From an optimization exercise on the open Yosys and OpenROAD flow, aimed at small area; shortcuts taken in it are not production practice. Only simulation tests tie the RTL to the original design; equivalence was not proved. Power figures rest on the tool's default switching activity, not on a simulated workload.

==> flow/design.v <==
package conv3x3_engine_pkg;
  typedef enum logic [1:0] {IDLE, RUN, DRAIN} state_t;
  localparam int         KTAPS       = 9;
  localparam logic [3:0] K_ADDR_BIAS = 4'd9;
  function automatic int acc_width(input int dw);
    acc_width = 2 * dw + 5;
  endfunction
endpackage
module conv3x3_mac #(
  parameter int DATA_WIDTH = 8,
  parameter int SHIFT      = 0,
  parameter int ACC_W      = 2 * DATA_WIDTH + 5
) (
  input  logic                             clk,
  input  logic                             rst_n,
  input  logic                             flush,
  input  logic                             in_valid,
  input  logic [conv3x3_engine_pkg::KTAPS-1:0][DATA_WIDTH-1:0] taps,
  input  logic [conv3x3_engine_pkg::KTAPS-1:0][DATA_WIDTH-1:0] weights,
  input  logic [DATA_WIDTH-1:0]            bias,
  output logic [DATA_WIDTH-1:0]            conv_out,
  output logic                             conv_valid
);
  localparam int PW = 2 * DATA_WIDTH + 1;
  logic signed [PW-1:0]    prod    [conv3x3_engine_pkg::KTAPS];
  logic signed [ACC_W-1:0] row_sum [3];
  logic signed [ACC_W-1:0] acc;
  logic signed [ACC_W-1:0] shifted;
  logic [2:0]              vld;
  logic [DATA_WIDTH-1:0]   sat;
  localparam logic signed [ACC_W-1:0] MAX_VAL = ACC_W'((1 << DATA_WIDTH) - 1);
  assign shifted = acc >>> SHIFT;
  assign sat     = (shifted < 0)       ? '0 :
                   (shifted > MAX_VAL) ? MAX_VAL[DATA_WIDTH-1:0] :
                                         shifted[DATA_WIDTH-1:0];
  always_ff @(posedge clk or negedge rst_n) begin
    if (!rst_n) begin
      for (int i = 0; i < conv3x3_engine_pkg::KTAPS; i++) prod[i] <= '0;
      for (int r = 0; r < 3; r++) row_sum[r] <= '0;
      acc <= '0;
    end else begin
      for (int i = 0; i < conv3x3_engine_pkg::KTAPS; i++)
        prod[i] <= PW'($signed({1'b0, taps[i]})) * PW'($signed(weights[i]));
      for (int r = 0; r < 3; r++)
        row_sum[r] <= ACC_W'(prod[3*r]) + ACC_W'(prod[3*r+1]) + ACC_W'(prod[3*r+2]);
      acc <= row_sum[0] + row_sum[1] + row_sum[2] + ACC_W'($signed(bias));
    end
  end
  always_ff @(posedge clk or negedge rst_n) begin
    if (!rst_n) begin
      vld        <= '0;
      conv_valid <= 1'b0;
    end else if (flush) begin
      vld        <= '0;
      conv_valid <= 1'b0;
    end else begin
      vld        <= {vld[1:0], in_valid};
      conv_valid <= vld[2];
    end
  end
  always_ff @(posedge clk or negedge rst_n) begin
    if (!rst_n)
      conv_out <= '0;
    else if (vld[2] && !flush)
      conv_out <= sat;
  end
endmodule
module conv3x3_engine #(
  parameter int DATA_WIDTH = 8,
  parameter int IMG_W      = 20,
  parameter int IMG_H      = 12,
  parameter int WIN_LAT    = 1,
  parameter int SHIFT      = 4,
  parameter int ACC_W      = 2 * DATA_WIDTH + 5
) (
  input  logic                  clk,
  input  logic                  rst_n,
  input  logic                  pix_valid,
  input  logic                  sof,
  input  logic [DATA_WIDTH-1:0] w11, w12, w13, w21, w22, w23, w31, w32, w33,
  input  logic                  k_we,
  input  logic [3:0]            k_addr,
  input  logic [DATA_WIDTH-1:0] k_data,
  output logic [DATA_WIDTH-1:0] conv_out,
  output logic                  conv_valid,
  output logic                  frame_done,
  output logic                  frame_err,
  output logic                  k_err
);
  localparam int CW     = (IMG_W > 2) ? $clog2(IMG_W) : 2;
  localparam int RW     = (IMG_H > 2) ? $clog2(IMG_H) : 2;
  localparam int DCW    = $clog2(WIN_LAT + 5);
  localparam logic [CW-1:0]  COL_LAST   = CW'(IMG_W - 1);
  localparam logic [RW-1:0]  ROW_LAST   = RW'(IMG_H - 1);
  localparam logic [DCW-1:0] DRAIN_LAST = DCW'(WIN_LAT + 3);
  conv3x3_engine_pkg::state_t       state;
  logic [RW-1:0]                    row_cnt, cur_row;
  logic [CW-1:0]                    col_cnt, cur_col;
  logic [DCW-1:0]                   drain_cnt;
  logic                             tag_vld [WIN_LAT];
  logic [RW-1:0]                    tag_row [WIN_LAT];
  logic [CW-1:0]                    tag_col [WIN_LAT];
  logic [conv3x3_engine_pkg::KTAPS-1:0][DATA_WIDTH-1:0] kern;
  logic [DATA_WIDTH-1:0]            bias;
  logic [conv3x3_engine_pkg::KTAPS-1:0][DATA_WIDTH-1:0] taps;
  logic                             accept, abort, win_valid;
  logic                             done_pulse, err_pulse, kerr_pulse;
  assign taps = {w33, w32, w31, w23, w22, w21,
                 w13, w12, w11};
  always_comb begin
    accept  = 1'b0;
    abort   = 1'b0;
    cur_row = row_cnt;
    cur_col = col_cnt;
    case (state)
      conv3x3_engine_pkg::IDLE: begin
        accept  = pix_valid && sof;
        cur_row = '0;
        cur_col = '0;
      end
      conv3x3_engine_pkg::RUN: begin
        accept = pix_valid && !sof;
        abort  = !accept;
      end
      default: ;
    endcase
  end
  always_ff @(posedge clk or negedge rst_n) begin
    if (!rst_n) begin
      for (int i = 0; i < WIN_LAT; i++) begin
        tag_vld[i] <= 1'b0;
        tag_row[i] <= '0;
        tag_col[i] <= '0;
      end
    end else begin
      tag_vld[0] <= accept;
      tag_row[0] <= cur_row;
      tag_col[0] <= cur_col;
      for (int i = 1; i < WIN_LAT; i++) begin
        tag_vld[i] <= tag_vld[i-1];
        tag_row[i] <= tag_row[i-1];
        tag_col[i] <= tag_col[i-1];
      end
      if (abort)
        for (int i = 0; i < WIN_LAT; i++) tag_vld[i] <= 1'b0;
    end
  end
  assign win_valid = tag_vld[WIN_LAT-1] && (tag_row[WIN_LAT-1] >= RW'(2)) &&
                     (tag_col[WIN_LAT-1] >= CW'(2));
  always_ff @(posedge clk or negedge rst_n) begin
    if (!rst_n) begin
      state      <= conv3x3_engine_pkg::IDLE;
      row_cnt    <= '0;
      col_cnt    <= '0;
      drain_cnt  <= '0;
      kern       <= '0;
      bias       <= '0;
      done_pulse <= 1'b0;
      err_pulse  <= 1'b0;
      kerr_pulse <= 1'b0;
    end else begin
      done_pulse <= 1'b0;
      err_pulse  <= 1'b0;
      kerr_pulse <= 1'b0;
      if (k_we) begin
        if (state == conv3x3_engine_pkg::IDLE && k_addr <= conv3x3_engine_pkg::K_ADDR_BIAS) begin
          if (k_addr == conv3x3_engine_pkg::K_ADDR_BIAS) bias <= k_data;
          else                           kern[k_addr] <= k_data;
        end else begin
          kerr_pulse <= 1'b1;
        end
      end
      case (state)
        conv3x3_engine_pkg::IDLE: begin
          if (accept) begin
            state   <= conv3x3_engine_pkg::RUN;
            row_cnt <= '0;
            col_cnt <= CW'(1);
          end
        end
        conv3x3_engine_pkg::RUN: begin
          if (abort) begin
            err_pulse <= 1'b1;
            row_cnt   <= '0;
            col_cnt   <= '0;
            state     <= conv3x3_engine_pkg::IDLE;
          end else if (cur_row == ROW_LAST && cur_col == COL_LAST) begin
            state     <= conv3x3_engine_pkg::DRAIN;
            drain_cnt <= '0;
            row_cnt   <= '0;
            col_cnt   <= '0;
          end else if (col_cnt == COL_LAST) begin
            col_cnt <= '0;
            row_cnt <= row_cnt + RW'(1);
          end else begin
            col_cnt <= col_cnt + CW'(1);
          end
        end
        conv3x3_engine_pkg::DRAIN: begin
          if (drain_cnt == DRAIN_LAST) begin
            done_pulse <= 1'b1;
            state      <= conv3x3_engine_pkg::IDLE;
          end else begin
            drain_cnt <= drain_cnt + DCW'(1);
          end
        end
        default: state <= conv3x3_engine_pkg::IDLE;
      endcase
    end
  end
  assign frame_done = done_pulse;
  assign frame_err  = err_pulse;
  assign k_err      = kerr_pulse;
  conv3x3_mac #(
    .DATA_WIDTH (DATA_WIDTH),
    .SHIFT      (SHIFT),
    .ACC_W      (ACC_W)
  ) u_mac (
    .clk        (clk),
    .rst_n      (rst_n),
    .flush      (abort),
    .in_valid   (win_valid),
    .taps       (taps),
    .weights    (kern),
    .bias       (bias),
    .conv_out   (conv_out),
    .conv_valid (conv_valid)
  );
endmodule
==> flow/run.sh <==
#!/bin/bash
# synth_recipe.tcl (not shown) runs the flow's synth.tcl, then flattens the netlist and writes it again
# the make line also repeats each setting of config.mk as NAME=value (left out here)
make -C /OpenROAD-flow-scripts/flow DESIGN_CONFIG=/design/flow/config.mk WORK_HOME=/design/flow/orfs CLKGATE_MAP_FILE= SYNTH_SCRIPT=/design/flow/synth_recipe.tcl finish
==> flow/config.mk <==
export PLATFORM = sky130hd
export DESIGN_NAME = conv3x3_engine
export DESIGN_NICKNAME = conv3x3_engine
export VERILOG_FILES = /design/flow/design.v
export SDC_FILE = /design/flow/constraint.sdc
export NUM_CORES = 4
export LEC_CHECK = 0
export CAP_MARGIN = 20
export CORE_MARGIN = 2
export CORE_UTILIZATION = 40
export SLEW_MARGIN = 20
==> flow/constraint.sdc <==
create_clock -name core_clock -period 6.0 [get_ports {clk}]
set_input_delay 1.2000 -clock core_clock [delete_from_list [all_inputs] [get_ports {clk}]]
set_output_delay 1.2000 -clock core_clock [all_outputs]
set_load 0.01 [all_outputs]
==> impl_metrics.ini <==
[sta]
slew_violations = 0
max_slew_margin_pct = 22.94
min_period_ns = 5.403
fin_crit_sh_pct = 90.05
final-hold-violation-count = 0
fmax_ghz = 0.1851
setup_viol = 0
tightest_slew_ns = 1.152
fin_ws_ns = 0.5970
rsz0062_at_grt = no
finClkSkew_ns = 0.01979

[cts]
cts_resized = 0
cts.sinks = 344
ctsLongestPathBuffers = 3
path_clk_slew_ns = 0.06
cts_tree = built
clk_latency_ns = 0.56
cts-root-buf = clkbuf_16
numCtsBuffers = 39
cts_setup_buffers = 0
cts_hold_buf = 0
cts-htree-levels = 2

[global_route]
grt_use_total_pct = 18.15
grt_max_degree = 144
grt_antenna_before_repair = 1
grt_pass1_vias = 24262
overflow = 0
grt_first_pass_wirelength_um = 129200

[die]
die_y_um = 298.1
die_x_um = 298.1
row_count = 107
initial_core_util_pct = 40.51
io_pins = 101
dieArea_um2 = 88870
core_um2 = 85410

[synthesis]
yosysSeqAreaShare_pct = 24.88
synth_flop_cell = dfrtp_1
syn-cell-area_um2 = 34600
synth_enable_flop_cells = 0
ys.warnings.count = 7
ys_ff_latch = 344
syn_nets = 4361
syn_area_per_cell_um2 = 10.23
syn_inst = 3381
synth.distinct_cells = 62
ys_async_sr_fraction_pct = 100.0

[finish]
drive_above_1_share_pct = 3.967
most-common-layout-cells = inv_1, ha_1, fa_1
final_common_cell = inv_1
nNetsFinal = 4505
diodes = 0
syn_to_final_growth_pct = 11.20
design_area_um2 = 38480
fill_cells = 8171

[placed_design]
placedInstanceArea_um2 = 37190
hpwl_um = 61670
place_ws_ns = -0.005274
io_buffers = 100
gp_congestion = 0.8413

[power]
power_leakage_nw = 19.97
powerDensity_nw_per_um2 = 441.6
ir_drop_mv = 0.3039

[routing]
drc = 0
vias_per_cell = 4.859
ant_nets = 0
drt_first_iter_violations = 1210
wl_per_cell_um = 16.24
drt_first_pass_iters = 5
vias = 22826
finalWirelength_um = 76300

[critical_path]
crit_chain = clkdlybuf4s50_1 > nand2_1 > fa_1 > fa_1 > fa_1 > fa_1 > inv_1 > ha_1 > nor2b_1 > o21a_1 > o21ai_0 > nand2b_1 > a31oi_1 > o21ai_0 > o41ai_1 > xnor2_1
cp_max_fo = 8
cp.arrival_ns = 5.85
cp-start-kind = primary input
ff2ff_setup_slack_ns = 1.36
slowest_delay_ns = 0.65
cp_common_cell = fa_1
end_kind = register
path_class = primary input to register
slowest_stage = clkdlybuf4s50_1
required_ns = 6.45

[flow_run]
drv_cap = 0

[min_path]
worstHoldPathType = register to register

[outcome]
status = timing/DRC/antenna clean
## cells in the mapped netlist (8+ instances only)
master / instances / area (um2)
a21oi_1: 102 / 510.5
or2_2: 8 / 50.05
nand3_1: 37 / 185.2
inv_1: 581 / 2181
fa_1: 425 / 8508
o21bai_1: 9 / 67.56
a21boi_0: 10 / 75.07
xnor2_1: 124 / 1086
a21o_1: 39 / 292.8
nand2_1: 233 / 874.6
a31oi_1: 9 / 56.30
dfrtp_1: 344 / 8608
o211ai_1: 9 / 67.56
a211oi_1: 8 / 60.06
or3_1: 13 / 81.33
clkbuf_1: 21 / 78.83
mux2_2: 22 / 247.7
nor2_1: 132 / 495.5
o31ai_1: 16 / 120.1
xor2_1: 35 / 306.5
and2_1: 378 / 2365
o21ai_0: 71 / 355.3
ha_1: 466 / 5831
a22o_1: 52 / 455.4
nor3_1: 36 / 180.2
nor2b_1: 48 / 300.3
o21a_1: 29 / 217.7
nand2b_1: 48 / 300.3
## flip-flops by register name, summed over array words and instances, names as in the netlist
signal / flops
bias: 8
col_cnt: 5
done_pulse: 1
drain_cnt: 3
err_pulse: 1
kern: 72
kerr_pulse: 1
row_cnt: 4
state: 2
tag_col: 4
tag_row: 3
tag_vld: 1
u_mac.acc: 17
u_mac.conv_out: 8
u_mac.conv_valid: 1
u_mac.prod: 153
u_mac.row_sum: 57
u_mac.vld: 3
## critical path: cells and delay by family
kind | cells | cell delay (ns)
buf+inv | 2 | 0.70
fa+ha+maj | 5 | 2.26
compound gates | 5 | 1.09
xor+xnor | 1 | 0.22
simple gates | 3 | 0.39
## cells by family after synthesis
family | after synthesis | share of synthesized area, %
mux | 23 | 0.7449
buf+inv | 607 | 6.585
simple gates | 960 | 14.52
fa+ha+maj | 891 | 41.44
flops | 344 | 24.88
compound gates | 397 | 7.811
xor+xnor | 159 | 4.025
## power by group
part	leakage, nW	switching, W	internal (W)
combinational	15.0	0.00585	0.00480
clock	0.616	0.000998	0.00140
sequential	4.38	0.000732	0.00321
total	20.0	0.00758	0.00941
## per-stage QoR
| stage | util, % | hold WS, ns | power (W) | setup TNS, ns | std cells |
|---|---|---|---|---|---|
| after floorplan | - | 0.4277 | 0.01195 | 0 | 3381 |
| after global placement | 43.54 | 0.4356 | 0.01462 | 0 | 4628 |
| after detailed placement | 43.54 | 0.4384 | 0.01469 | -0.005274 | 4628 |
| after CTS | 45.05 | 0.4528 | 0.01727 | 0 | 4698 |
| after global routing | 45.05 | 0.4905 | 0.01898 | 0 | 4698 |
| final | 45.05 | 0.4479 | 0.01699 | 0 | 4698 |
## final timing paths
kind / start / to / cells after the start
hold / removal: u_mac.vld[0] / u_mac.vld[1] / 1
hold reg to reg: u_mac.vld[0] / u_mac.vld[1] / 1
setup / recovery: w31[3] / u_mac.prod[6][16] / 16
min in group asynchronous: rst_n / kern[3] / 1
setup reg to reg: kern[51] / u_mac.prod[6][16] / 15
max in group asynchronous: rst_n / u_mac.prod[8][14] / 2
## layout make-up
cell class | instances | area (um2) | area share (%)
inverter | 582 | 2185 | 5.678
multi-input combinational | 2430 | 23730 | 61.67
clock inverter | 21 | 221.5 | 0.5756
tap | 1144 | 1431 | 3.720
sequential | 344 | 8608 | 22.37
timing repair buffer | 128 | 1241 | 3.226
clock buffer | 49 | 1064 | 2.764
## per-layer routing
layer | vias up | GRT usage [%] | wire, um
met4 | 0 | 3.841 | 1432
met5 | - | 0 | 0
met3 | 76 | 2.210 | 2250
met2 | 269 | 30.17 | 36000
met1 | 11387 | 25.47 | 36620
li1 | 11094 | - | -

static timing again, ports no longer ideal:
The results above use ideal ports. As a check the final layout listed here was re-extracted and re-timed, cells and wires unchanged.
Step 1 assumes that a clkbuf_16 drives the clock port and a buf_2 every other input.
Step 2 moves the port delays by t, midway between the first and last clock arrival at a register: inputs arrive t later, outputs are due t later. That takes back most of the time a late clock gives input paths.
Slacks: ideal ports / drivers / drivers and shift; pairs: ideal ports / drivers.
t, ns: 0.619
setup slack, ns: 0.597 / 0.642 / 0.023
hold WS [ns]: 0.448 / 0.448 / 0.448
worst setup path at the end: input to register
After both steps setup and hold are still met in this run. The setup slack of this run moves by +0.045 ns with the drivers and by -0.574 ns with both steps.
